From an optimization exercise on the open Yosys and OpenROAD flow, aimed at small area and a short achievable clock period; shortcuts taken in it are not production practice.
RTL that was checked went through simulation tests only; none was proved equivalent to the original.

==> try-raven <==
Design lockin_top, start of the top module:
module lockin_top (
  input  wire                          alg_clk,
  input  wire                          alg_rst_n,
  input  wire                          search_end,
  input  wire                          pem_posedge,
  input  wire [16-1:0]   ref_dat,
  input  wire                          ref_dat_valid,
  input  wire [16-1:0]     wave_sine,
  input  wire [16-1:0]     wave_cosine,
  output wire                          wave_req,
  output wire [9-1:0]     wave_addr,
  output wire                          buf_refresh,
  output wire [40-1:0]      i_sum,
  output wire [40-1:0]      q_sum,
  output wire                          sum_valid
);
  logic                        synced;
  logic                        boundary;
  logic [16-1:0] mix_sample;
  logic                        mix_clear;
  logic                        mix_end;
  pem_frame_seq u_seq (
    .alg_clk        (alg_clk),
    .alg_rst_n      (alg_rst_n),
    .search_end     (search_end),
    .pem_posedge    (pem_posedge),
    .ref_dat_valid  (ref_dat_valid),
    .wave_req       (wave_req),
    .wave_addr      (wave_addr),
    .buf_refresh    (buf_refresh),
    .synced         (synced),
    .boundary       (boundary)
  );
  lockin_mixer u_mixer (
    .alg_clk        (alg_clk),
    .alg_rst_n      (alg_rst_n),
    .synced         (synced),
    .wave_req       (wave_req),
    .boundary       (boundary),
    .ref_dat        (ref_dat),
    .mix_sample     (mix_sample),
    .mix_clear      (mix_clear),
    .mix_end        (mix_end)
  );
  frame_accum u_accum (
    .alg_clk        (alg_clk),
    .alg_rst_n      (alg_rst_n),
    .mix_sample     (mix_sample),
    .mix_clear      (mix_clear),
    .mix_end        (mix_end),
    .wave_sine      (wave_sine),       
    .wave_cosine    (wave_cosine),
    .i_sum          (i_sum),
    .q_sum          (q_sum),
    .sum_valid      (sum_valid)
  );
endmodule
==> module pem_frame_seq, before the edit <==
module pem_frame_seq (
  input  wire                          alg_clk,
  input  wire                          alg_rst_n,
  input  wire                          search_end,      
  input  wire                          pem_posedge,     
  input  wire                          ref_dat_valid,
  output logic                         wave_req,        
  output logic [9-1:0]    wave_addr,       
  output logic                         buf_refresh,     
  output logic                         synced,          
  output logic                         boundary         
);
  logic                      armed;
  logic [1:0]                period_cnt;   
  logic [9-1:0] addr_r;       
  logic                      last_period;  
  always_ff @(posedge alg_clk or negedge alg_rst_n)
  begin
    if (!alg_rst_n)
    begin
      armed  <= 1'b0;
      synced <= 1'b0;
    end
    else
    begin
      if (!synced && !armed && search_end)
        armed <= 1'b1;
      else if (armed && pem_posedge)
        armed <= 1'b0;
      if (armed && pem_posedge)
        synced <= 1'b1;                           
    end
  end
  assign boundary = last_period && pem_posedge;
  always_ff @(posedge alg_clk or negedge alg_rst_n)
  begin
    if (!alg_rst_n)
    begin
      period_cnt  <= '0;
      last_period <= 1'b0;
    end
    else if (!synced || boundary)
    begin
      period_cnt  <= '0;                            
      last_period <= 1'b0;
    end
    else if (pem_posedge)
    begin
      period_cnt  <= period_cnt + 2'd1;
      last_period <= (period_cnt == 2'(5 - 2));
    end
  end
  lockin_and2 u_wave_req (.a(synced), .b(ref_dat_valid), .y(wave_req));
  lockin_and2 u_refresh (.a(last_period), .b(pem_posedge), .y(buf_refresh));
  for (genvar k = 0; k < 9; k++)
  begin : g_addr
    lockin_addr_gate u_gate (
      .addr (addr_r[k]),
      .last (last_period),
      .pem  (pem_posedge),
      .y    (wave_addr[k])
    );
  end
  always_ff @(posedge alg_clk or negedge alg_rst_n)
  begin
    if (!alg_rst_n)
      addr_r <= '0;
    else if (boundary)
      addr_r <= wave_req ? 9'(1) : '0;    
    else if (wave_req)
      addr_r <= addr_r + 9'(1);           
  end
endmodule
==> module lockin_and2, before the edit <==
module lockin_and2 (input wire a, input wire b, output wire y);
  assign y = a & b;
endmodule
==> module lockin_addr_gate, before the edit <==
module lockin_addr_gate (input wire addr, input wire last, input wire pem, output wire y);
  assign y = addr & ~(last & pem);
endmodule
==> module lockin_top, before the edit <==
module lockin_top (
  input  wire                          alg_clk,
  input  wire                          alg_rst_n,
  input  wire                          search_end,
  input  wire                          pem_posedge,
  input  wire [16-1:0]   ref_dat,
  input  wire                          ref_dat_valid,
  input  wire [16-1:0]     wave_sine,
  input  wire [16-1:0]     wave_cosine,
  output wire                          wave_req,
  output wire [9-1:0]     wave_addr,
  output wire                          buf_refresh,
  output wire [40-1:0]      i_sum,
  output wire [40-1:0]      q_sum,
  output wire                          sum_valid
);
  logic                        synced;
  logic                        boundary;
  logic [16-1:0] mix_sample;
  logic                        mix_clear;
  logic                        mix_end;
  pem_frame_seq u_seq (
    .alg_clk        (alg_clk),
    .alg_rst_n      (alg_rst_n),
    .search_end     (search_end),
    .pem_posedge    (pem_posedge),
    .ref_dat_valid  (ref_dat_valid),
    .wave_req       (wave_req),
    .wave_addr      (wave_addr),
    .buf_refresh    (buf_refresh),
    .synced         (synced),
    .boundary       (boundary)
  );
  lockin_mixer u_mixer (
    .alg_clk        (alg_clk),
    .alg_rst_n      (alg_rst_n),
    .synced         (synced),
    .wave_req       (wave_req),
    .boundary       (boundary),
    .ref_dat        (ref_dat),
    .mix_sample     (mix_sample),
    .mix_clear      (mix_clear),
    .mix_end        (mix_end)
  );
  frame_accum u_accum (
    .alg_clk        (alg_clk),
    .alg_rst_n      (alg_rst_n),
    .mix_sample     (mix_sample),
    .mix_clear      (mix_clear),
    .mix_end        (mix_end),
    .wave_sine      (wave_sine),       
    .wave_cosine    (wave_cosine),
    .i_sum          (i_sum),
    .q_sum          (q_sum),
    .sum_valid      (sum_valid)
  );
endmodule
export LEC_CHECK = 0
export ABC_CLOCK_PERIOD_IN_PS = 3500
export CAP_MARGIN = 20
export CORE_MARGIN = 2
export CORE_UTILIZATION = 65
export CTS_BUF_LIST = sky130_fd_sc_hd__clkbuf_4 sky130_fd_sc_hd__clkbuf_8
export SETUP_SLACK_MARGIN = 3.6
export SLEW_MARGIN = 20
export SYNTH_HIERARCHICAL = 1
create_clock -name core_clock -period 7.0 [get_ports {alg_clk}]
run.sh (not shown) runs the stock make flow with config.mk's settings and CLKGATE_MAP_FILE= SYNTH_SCRIPT=/design/flow/synth_recipe.tcl, a recipe that flattens the netlist after the stock synthesis.
==> inputs of try-xenon, as changes to try-raven <==
- CTS_BUF_LIST: sky130_fd_sc_hd__clkbuf_4 sky130_fd_sc_hd__clkbuf_8 -> unset
==> inputs of try-umber, as changes to try-raven <==
==> flow/flow/run.sh (new file) <==
#!/bin/bash
# The standard layout, with the port buffers made from the smallest buffer
# cell instead of the default choice.  Everything else is the standard flow's own flow.
set -e
cp standard.sh standard_copy.log
export BUFFER_PORTS_ARGS="-buffer_cell sky130_fd_sc_hd__buf_1"
bash standard.sh > standard.log 2>&1
==> flow/standard.sh (new file) <==
#!/bin/bash
# synth_recipe.tcl (not shown) runs the flow's synth.tcl, then flattens the netlist and writes it again
# the make line also repeats each setting of config.mk as NAME=value (left out here)
make -C /OpenROAD-flow-scripts/flow DESIGN_CONFIG=/design/flow/config.mk WORK_HOME=/design/flow/orfs CLKGATE_MAP_FILE= SYNTH_SCRIPT=/design/flow/synth_recipe.tcl "${@:-finish}"
- CTS_BUF_LIST: sky130_fd_sc_hd__clkbuf_4 sky130_fd_sc_hd__clkbuf_8 -> unset
- CTS_CLUSTER_SIZE: unset -> 20
removed: flow/run.sh
==> inputs of try-tundra, as changes to try-raven <==
--- a/flow/design.v
+++ b/flow/design.v
@@ -11,4 +11,3 @@
   output logic                         buf_refresh,     
-  output logic                         synced,          
-  output logic                         boundary         
+  output logic                         synced           
 );
@@ -17,2 +16,3 @@
   logic [9-1:0] addr_r;       
+  logic                      boundary;
   logic                      last_period;  
@@ -54,13 +54,4 @@
   end
-  lockin_and2 u_wave_req (.a(synced), .b(ref_dat_valid), .y(wave_req));
-  lockin_and2 u_refresh (.a(last_period), .b(pem_posedge), .y(buf_refresh));
-  for (genvar k = 0; k < 9; k++)
-  begin : g_addr
-    lockin_addr_gate u_gate (
-      .addr (addr_r[k]),
-      .last (last_period),
-      .pem  (pem_posedge),
-      .y    (wave_addr[k])
-    );
-  end
+  assign wave_req  = synced && ref_dat_valid;
+  assign wave_addr = addr_r & ~{9{boundary}};
   always_ff @(posedge alg_clk or negedge alg_rst_n)
@@ -74,8 +65,3 @@
   end
-endmodule
-module lockin_and2 (input wire a, input wire b, output wire y);
-  assign y = a & b;
-endmodule
-module lockin_addr_gate (input wire addr, input wire last, input wire pem, output wire y);
-  assign y = addr & ~(last & pem);
+  assign buf_refresh = boundary;
 endmodule
@@ -993,3 +979,2 @@
   logic                        synced;
-  logic                        boundary;
   logic [16-1:0] mix_sample;
@@ -1006,4 +991,3 @@
     .buf_refresh    (buf_refresh),
-    .synced         (synced),
-    .boundary       (boundary)
+    .synced         (synced)
   );
@@ -1014,3 +998,3 @@
     .wave_req       (wave_req),
-    .boundary       (boundary),
+    .boundary       (buf_refresh),
     .ref_dat        (ref_dat),
- CORE_UTILIZATION: 65 -> 40
- CTS_BUF_LIST: sky130_fd_sc_hd__clkbuf_4 sky130_fd_sc_hd__clkbuf_8 -> unset
==> flow_metrics.tcl <==
set metrics [dict create \
    status "timing/DRC/antenna clean" \
    die-area_mm2 0.04037 \
    multi_input_area_share_pct 63.40 \
    arrival_ps 1920 \
    top_layer_used "met5" \
    endpoint "buf_refresh" \
    drt_wl_total_um 54180 \
    worst_r2r_endpoint "u_accum.u_chan_q.st[27]" \
]
Source of the figures above: try-umber

==> flow_metrics.tcl <==
set metrics [dict create \
    status "timing/DRC/antenna clean" \
    drt_wl_total_um 56850 \
    endpoint "buf_refresh" \
    multi_input_area_share_pct 59.89 \
    worst_r2r_endpoint "u_accum.u_chan_i.st[31]" \
    top_layer_used "met5" \
    arrival_ps 1980 \
]
Source of the figures above: try-tundra

==> flow_metrics.tcl <==
set metrics [dict create \
    endpoint "wave_addr[6]" \
    die-area_mm2 0.04037 \
    status "timing/DRC/antenna clean" \
    top_layer_used "met4" \
    drt_wl_total_um 54580 \
    worst_r2r_endpoint "u_accum.u_chan_q.st[27]" \
]
Source of the figures above: try-xenon

==> flow_metrics.tcl <==
set metrics [dict create \
    status "timing/DRC/antenna clean" \
    endpoint "wave_addr[2]" \
    yosysTopAreaCell "dfxtp_1" \
    cts_made_buffers 55 \
    drt_wl_total_um 55490 \
    timing.hold.ws_ps 356.7 \
    worst_r2r_endpoint "u_accum.u_chan_q.st[31]" \
    top_layer_used "met4" \
    die-area_mm2 0.04037 \
    multi_input_area_share_pct 61.03 \
]
Source of the figures above: try-raven

The RTL of try-tundra was laid out without a check of its function.

[afterwards: timing with drivers on the ports]
The flow's constraints put no driver on any port. The routed layouts listed below were extracted and timed again, unchanged, in two steps.
Step 1 sets driving cells, clkbuf_16 on the clock port and buf_2 on the other inputs (assumed; they add their load-dependent delay and slew).
Step 2 adds t to the input delays and takes it off the output delays; t is the mean of the earliest and latest rising clock arrival at the registers after step 1. Input paths then give back, and output paths get back, about the clock's delay inside the block.
Slacks: ideal ports / drivers / drivers and shift; pairs: ideal ports / drivers.
run | shift t [ns] | slack for setup (ns) | clock arrival spread, ns | cell pins on the clock port's net
try-raven | 0.702 | 3.646 / 3.614 / 3.614 | 0.024 / 0.024 | 1
try-xenon | 0.609 | 3.648 / 3.616 / 3.616 | 0.019 / 0.019 | 1
try-umber | 0.601 | 3.676 / 3.653 / 3.653 | 0.026 / 0.027 | 1
try-tundra | 0.639 | 3.620 / 3.575 / 3.575 | 0.041 / 0.040 | 1
After both steps every run listed still meets setup and hold. For try-tundra, which loses most, drivers alone change the setup slack by -0.045 ns; drivers and shift together by -0.045 ns.
